Source: an optimization exercise on an open RTL-to-GDS flow (aim: small area and a short achievable clock period). Production flows keep margins and buffers that such runs may drop.
The RTL was checked by simulation tests, not by an equivalence proof against the original design.
Power and IR drop assume default switching activity.

Setup of job 2471:
Design sorted_priority_queue_unit, start of the top module:
module sorted_priority_queue_unit
#(
  parameter int unsigned DEPTH = 16
) (
  input  wire logic              clk_i,
  input  wire logic              rst_ni,
  input  wire logic              req_valid_i,
  output logic                   req_stall_o,
  input  wire logic              func_i,
  input  wire logic [spq_pkg::PRIO_W-1:0] priority_req_i,
  input  wire logic [spq_pkg::TAG_W-1:0]  item_tag_i,
  output logic                   rsp_valid_o,
  input  wire logic              rsp_stall_i,
  output logic                   out_valid_o,
  output logic [spq_pkg::PRIO_W-1:0]      out_priority_o,
  output logic [spq_pkg::TAG_W-1:0]       out_tag_o,
  output logic [1:0]             status_o,
  output logic [spq_pkg::FILL_W-1:0]      fill_count_o,
  output logic                   is_empty_o
);
Settings: LEC_CHECK=0, CAP_MARGIN=20, CORE_MARGIN=2, CORE_UTILIZATION=40, CTS_BUF_LIST=sky130_fd_sc_hd__clkbuf_16, CTS_CLUSTER_DIAMETER=60, CTS_CLUSTER_SIZE=24, PLACE_DENSITY=0.75, SETUP_SLACK_MARGIN=1.85, SLEW_MARGIN=20, SYNTH_HIERARCHICAL=1, SYNTH_MINIMUM_KEEP_SIZE=0; clock period 3.6 ns.
run.sh (not shown) runs the stock make flow with config.mk's settings and CLKGATE_MAP_FILE= SYNTH_SCRIPT=/design/flow/synth_recipe.tcl, a recipe that flattens the netlist after the stock synthesis.
Job 2471 completed; timing, DRC and antenna clean
What job 1189 does differently from job 2471 at the input level:
- swapping 1.85 for 1.75 in SETUP_SLACK_MARGIN
- swapping 0.75 for 0.85 in PLACE_DENSITY
[summary]
Re cell count: job 1189 and job 2471 aren't equal, and the lower value belongs to job 1189. Job 1189 vs job 2471 — combinational power dropped by more than 10%. Across both runs, area taken by multi-input logic gates was lower for job 1189 than for job 2471. In job 1189 relative to job 2471, maximum clock frequency had gone up by a few percent. Compared with job 2471, job 1189 shows number of vias per cell lower by 1.1%. Number of gates on the worst path with buffers counted (higher): job 2471. Re count of buffering cells on the critical path with inverters included: job 1189 and job 2471 aren't equal, and the higher value belongs to job 2471. Worst setup margin: job 1189 > job 2471. Compared with job 2471, in job 1189 power shrank by about 5.6%; combinational share of power now sits lower; final standard cell area without fillers lower.
For job 6433, these inputs were changed with respect to job 1189:
- PLACE_DENSITY: 0.85 -> 0.75
- SETUP_SLACK_MARGIN: 1.75 -> 1.7
### Flow results
- Via count of job 6433 falls short of that of job 1189 by a few percent.
- What job 1189 reported for pin count of the biggest net entering global routing has to be multiplied by 0.67 to get the figure for job 6433.
- From job 1189 to job 6433 the numbers moved as follows: final worst setup slack went down 19 ps; detailed-router iteration count before antenna repair has increased; fraction of area in multi-input gates now larger.
- The flow did not stop early for job 6433: all stages ran, and the layout cleared the timing, design-rule and antenna checks.
- On final critical-path required period, job 1189 beats job 6433.
- Core util | job 6433 vs job 1189 | job 6433 lower
## Diff of input files: job 8516 against job 6433
- changing SETUP_SLACK_MARGIN from 1.7 to 1.9
==> flow/flow/run.sh (new file) <==
#!/bin/bash
# Own layout flow: the standard flow (standard.sh, all steps from the
# standard synthesis to the final layout), with one change: the port buffers
# that placement inserts on every input and output are plain buffers
# (sky130_fd_sc_hd__buf_4) rather than the delay cells buffer_ports picks by
# default, so that timing repair can size them like any other buffer.
# The whole output of the flow is kept in standard.log; ORFS keeps each
# tool's log under orfs/logs/.
set -euo pipefail
export BUFFER_PORTS_ARGS="-buffer_cell sky130_fd_sc_hd__buf_4"
bash standard.sh > standard.log 2>&1
==> flow/standard.sh (new file) <==
#!/bin/bash
# synth_recipe.tcl (not shown) runs the flow's synth.tcl, then flattens the netlist and writes it again
# the make line also repeats each setting of config.mk as NAME=value (left out here)
make -C /OpenROAD-flow-scripts/flow DESIGN_CONFIG=/design/flow/config.mk WORK_HOME=/design/flow/orfs CLKGATE_MAP_FILE= SYNTH_SCRIPT=/design/flow/synth_recipe.tcl "${@:-finish}"
removed: flow/run.sh
[job 8516] final worst-path setup slack fell 39 ps relative to job 6433
Relative to job 6433, the vias after detailed routing of job 8516 is higher by 10%.
Fmax in job 8516 is about 2% lower than in job 6433
Count of mapped cells out of synthesis came out exactly the same in job 8516 and job 6433.
On clock power: between job 8516 and job 6433, it ends up lower for job 6433.
Core util | job 8516 vs job 6433 | job 8516 higher
Relative to job 6433, the power of job 8516 is higher by 0.0032 W.
Job 8516 has sequential share of layout area below what job 6433 had.
Side by side, post-route fraction of the period consumed by the critical path turned out higher in job 8516 than in job 6433.


north:
sorted_priority_queue_unit, a different RTL version from the one above (not shown whole).
==> flow/config.mk <==
export PLATFORM = sky130hd
export DESIGN_NAME = sorted_priority_queue_unit
export DESIGN_NICKNAME = sorted_priority_queue_unit
export VERILOG_FILES = /design/flow/design.v
export SDC_FILE = /design/flow/constraint.sdc
export NUM_CORES = 4
export LEC_CHECK = 0
export CAP_MARGIN = 20
export CORE_MARGIN = 2
export CORE_UTILIZATION = 40
export CTS_BUF_LIST = sky130_fd_sc_hd__clkbuf_16
export CTS_CLUSTER_DIAMETER = 60
export CTS_CLUSTER_SIZE = 24
export PLACE_DENSITY = 0.75
export SETUP_SLACK_MARGIN = 1.9
export SLEW_MARGIN = 20
export SYNTH_HIERARCHICAL = 1
export SYNTH_MINIMUM_KEEP_SIZE = 0
==> flow/constraint.sdc <==
create_clock -name core_clock -period 3.6 [get_ports {clk_i}]
set_input_delay 0.7200 -clock core_clock [delete_from_list [all_inputs] [get_ports {clk_i}]]
set_output_delay 0.7200 -clock core_clock [all_outputs]
set_load 0.01 [all_outputs]
Stock flow here: none of the scripts above is used.
### north -> south
- changing SETUP_SLACK_MARGIN from 1.9 to 1.75
Results
south vs north: routed wire length down in south. south finished all stages; the layout is clean. Taking north as the reference, in south critical-path maximum fanout has decreased, sum of internal, switching and leakage power has decreased, multi-input combinational area share has increased, count of non-CTS inverters in the layout has increased, clock buffer count from CTS has decreased. Proportion of cell area occupied by registers, north and south, higher one = south. On via count, the higher figure sits with north, not south.


sorted_priority_queue_unit, a different RTL version from the one above (not shown whole).
Size: ~630 flip-flops.
export LEC_CHECK = 0
export CAP_MARGIN = 20
export CORE_MARGIN = 2
export CORE_UTILIZATION = 40
export CTS_BUF_LIST = sky130_fd_sc_hd__clkbuf_16
export CTS_CLUSTER_DIAMETER = 60
export CTS_CLUSTER_SIZE = 24
export SETUP_SLACK_MARGIN = 1.55
export SLEW_MARGIN = 20
create_clock -name core_clock -period 3.6 [get_ports {clk_i}]
Rerun with:
Settings changed: CTS_BUF_LIST sky130_fd_sc_hd__clkbuf_16 to default, CTS_CLUSTER_DIAMETER 60 to default, CTS_CLUSTER_SIZE 24 to default, SETUP_SLACK_MARGIN 1.55 to 1.7.
=> Non-clock buffer count rises by 21; via count rises by 1.5%; hold slack gets better by 0.069 ns; wire length rose by about 3%; final area goes up by 5.3%; total power rises by 10%; first-iteration DRC count rises by about 1.3%; critical path depth rises by 2; global-route usage rises by 0.29 points.


== job 101 ==
RTL: one of the versions met above, not the one the previous note started from.
Size in the first run: about 3,500 cells after synthesis, roughly 80 I/O pins, ~31,000 µm² of cells after synthesis.
clock: 3.6 ns
lec_check: 0
cap_margin: 20
core_margin: 2
core_utilization: 40
cts_buf_list: sky130_fd_sc_hd__clkbuf_16
cts_cluster_diameter: 60
cts_cluster_size: 24
place_density: 0.75
setup_slack_margin: 1.65
slew_margin: 20
synth_hierarchical: 1
synth_minimum_keep_size: 0
Job 101: done, clean on timing, DRC and antenna
### job 101 -> job 102
# job 101
export LEC_CHECK = 0
export CAP_MARGIN = 20
export CORE_MARGIN = 2
export CORE_UTILIZATION = 40
export CTS_BUF_LIST = sky130_fd_sc_hd__clkbuf_16
export CTS_CLUSTER_DIAMETER = 60
export CTS_CLUSTER_SIZE = 24
export PLACE_DENSITY = 0.75
export SETUP_SLACK_MARGIN = 1.65
export SLEW_MARGIN = 20
export SYNTH_HIERARCHICAL = 1
export SYNTH_MINIMUM_KEEP_SIZE = 0
create_clock -name core_clock -period 3.6 [get_ports {clk_i}]
# job 102
export LEC_CHECK = 0
export CAP_MARGIN = 20
export CORE_MARGIN = 2
export CORE_UTILIZATION = 40
export CTS_BUF_LIST = sky130_fd_sc_hd__clkbuf_16
export CTS_CLUSTER_DIAMETER = 60
export CTS_CLUSTER_SIZE = 24
export PLACE_DENSITY = 0.75
export SETUP_SLACK_MARGIN = 1.75
export SLEW_MARGIN = 20
export SYNTH_HIERARCHICAL = 1
export SYNTH_MINIMUM_KEEP_SIZE = 0
create_clock -name core_clock -period 3.6 [get_ports {clk_i}]
## What came out
- Relative to job 101, fraction of standard cell area in multi-input logic has increased by 0.22 points in job 102.
- Across both runs, post-route cell area was higher for job 102 than for job 101.
- Between job 102 and job 101, it is job 102 whose power per cell area is lower, by about 1.9%.
- Changes observed in job 102 relative to job 101: clock power shrank by 7.1%, sequential power saw little to no change, non-clock buffer count climbed 10, worst hold slack across all endpoints -0.0068 ns, count of multi-input combinational gates comparable.
- In the metrics for job 102 and job 101, the one carrying the higher power attributed to combinational cells is job 102.
- Job 102: full flow OK, the timing, design-rule and antenna checks passed
- Compared with job 101, job 102 shows a buffers plus inverters on the worst setup path that is 1 lower.

-- what the ideal ports hide --
The flow's constraints put no driver on any port. The routed layouts listed below were extracted and timed again, unchanged, in two steps.
Step 1 sets driving cells, clkbuf_16 on the clock port and buf_2 on the other inputs (assumed; they add their load-dependent delay and slew).
Step 2 times the ports against the registers' clock, not the clock port: input delays grow and output delays shrink by t, the midpoint of the rising clock arrivals with the driver on.
Three values: no drivers, after step 1, after step 2; two values: the first two.
run	t, ns	setup WS [ns]	hold slack, ns	worst setup path after step 2	slew at the worst register clock pin (ns)
job 2471	0.677	1.598 / 1.576 / 0.946	0.394 / 0.382 / 0.469	input to register	0.10 / 0.10
job 1189	0.657	1.649 / 1.587 / 1.059	0.369 / 0.338 / 0.462	input to register	0.11 / 0.11
job 6433	0.661	1.630 / 1.565 / 1.100	0.384 / 0.342 / 0.472	input to register	0.10 / 0.10
job 8516	0.688	1.591 / 1.539 / 1.180	0.173 / 0.137 / 0.455	input to register	0.11 / 0.11
north	0.665	1.579 / 1.579 / 0.957	0.364 / 0.343 / 0.459	input to register	0.10 / 0.10
south	0.648	1.608 / 1.598 / 0.973	0.387 / 0.376 / 0.461	input to register	0.10 / 0.10
the first run of note 3	0.662	1.443 / 1.443 / 0.817	0.370 / 0.350 / 0.465	input to register	0.09 / 0.09
the second run of note 3	0.673	1.499 / 1.510 / 0.850	0.439 / 0.413 / 0.462	input to register	0.07 / 0.07
job 101	0.661	1.652 / 1.589 / 1.038	0.461 / 0.445 / 0.461	input to register	0.10 / 0.10
job 102	0.672	1.643 / 1.578 / 1.034	0.455 / 0.424 / 0.464	input to register	0.10 / 0.10
After both steps setup and hold are still met in every run listed. For job 2471, which loses most, drivers alone change the setup slack by -0.022 ns; drivers and shift together by -0.652 ns.
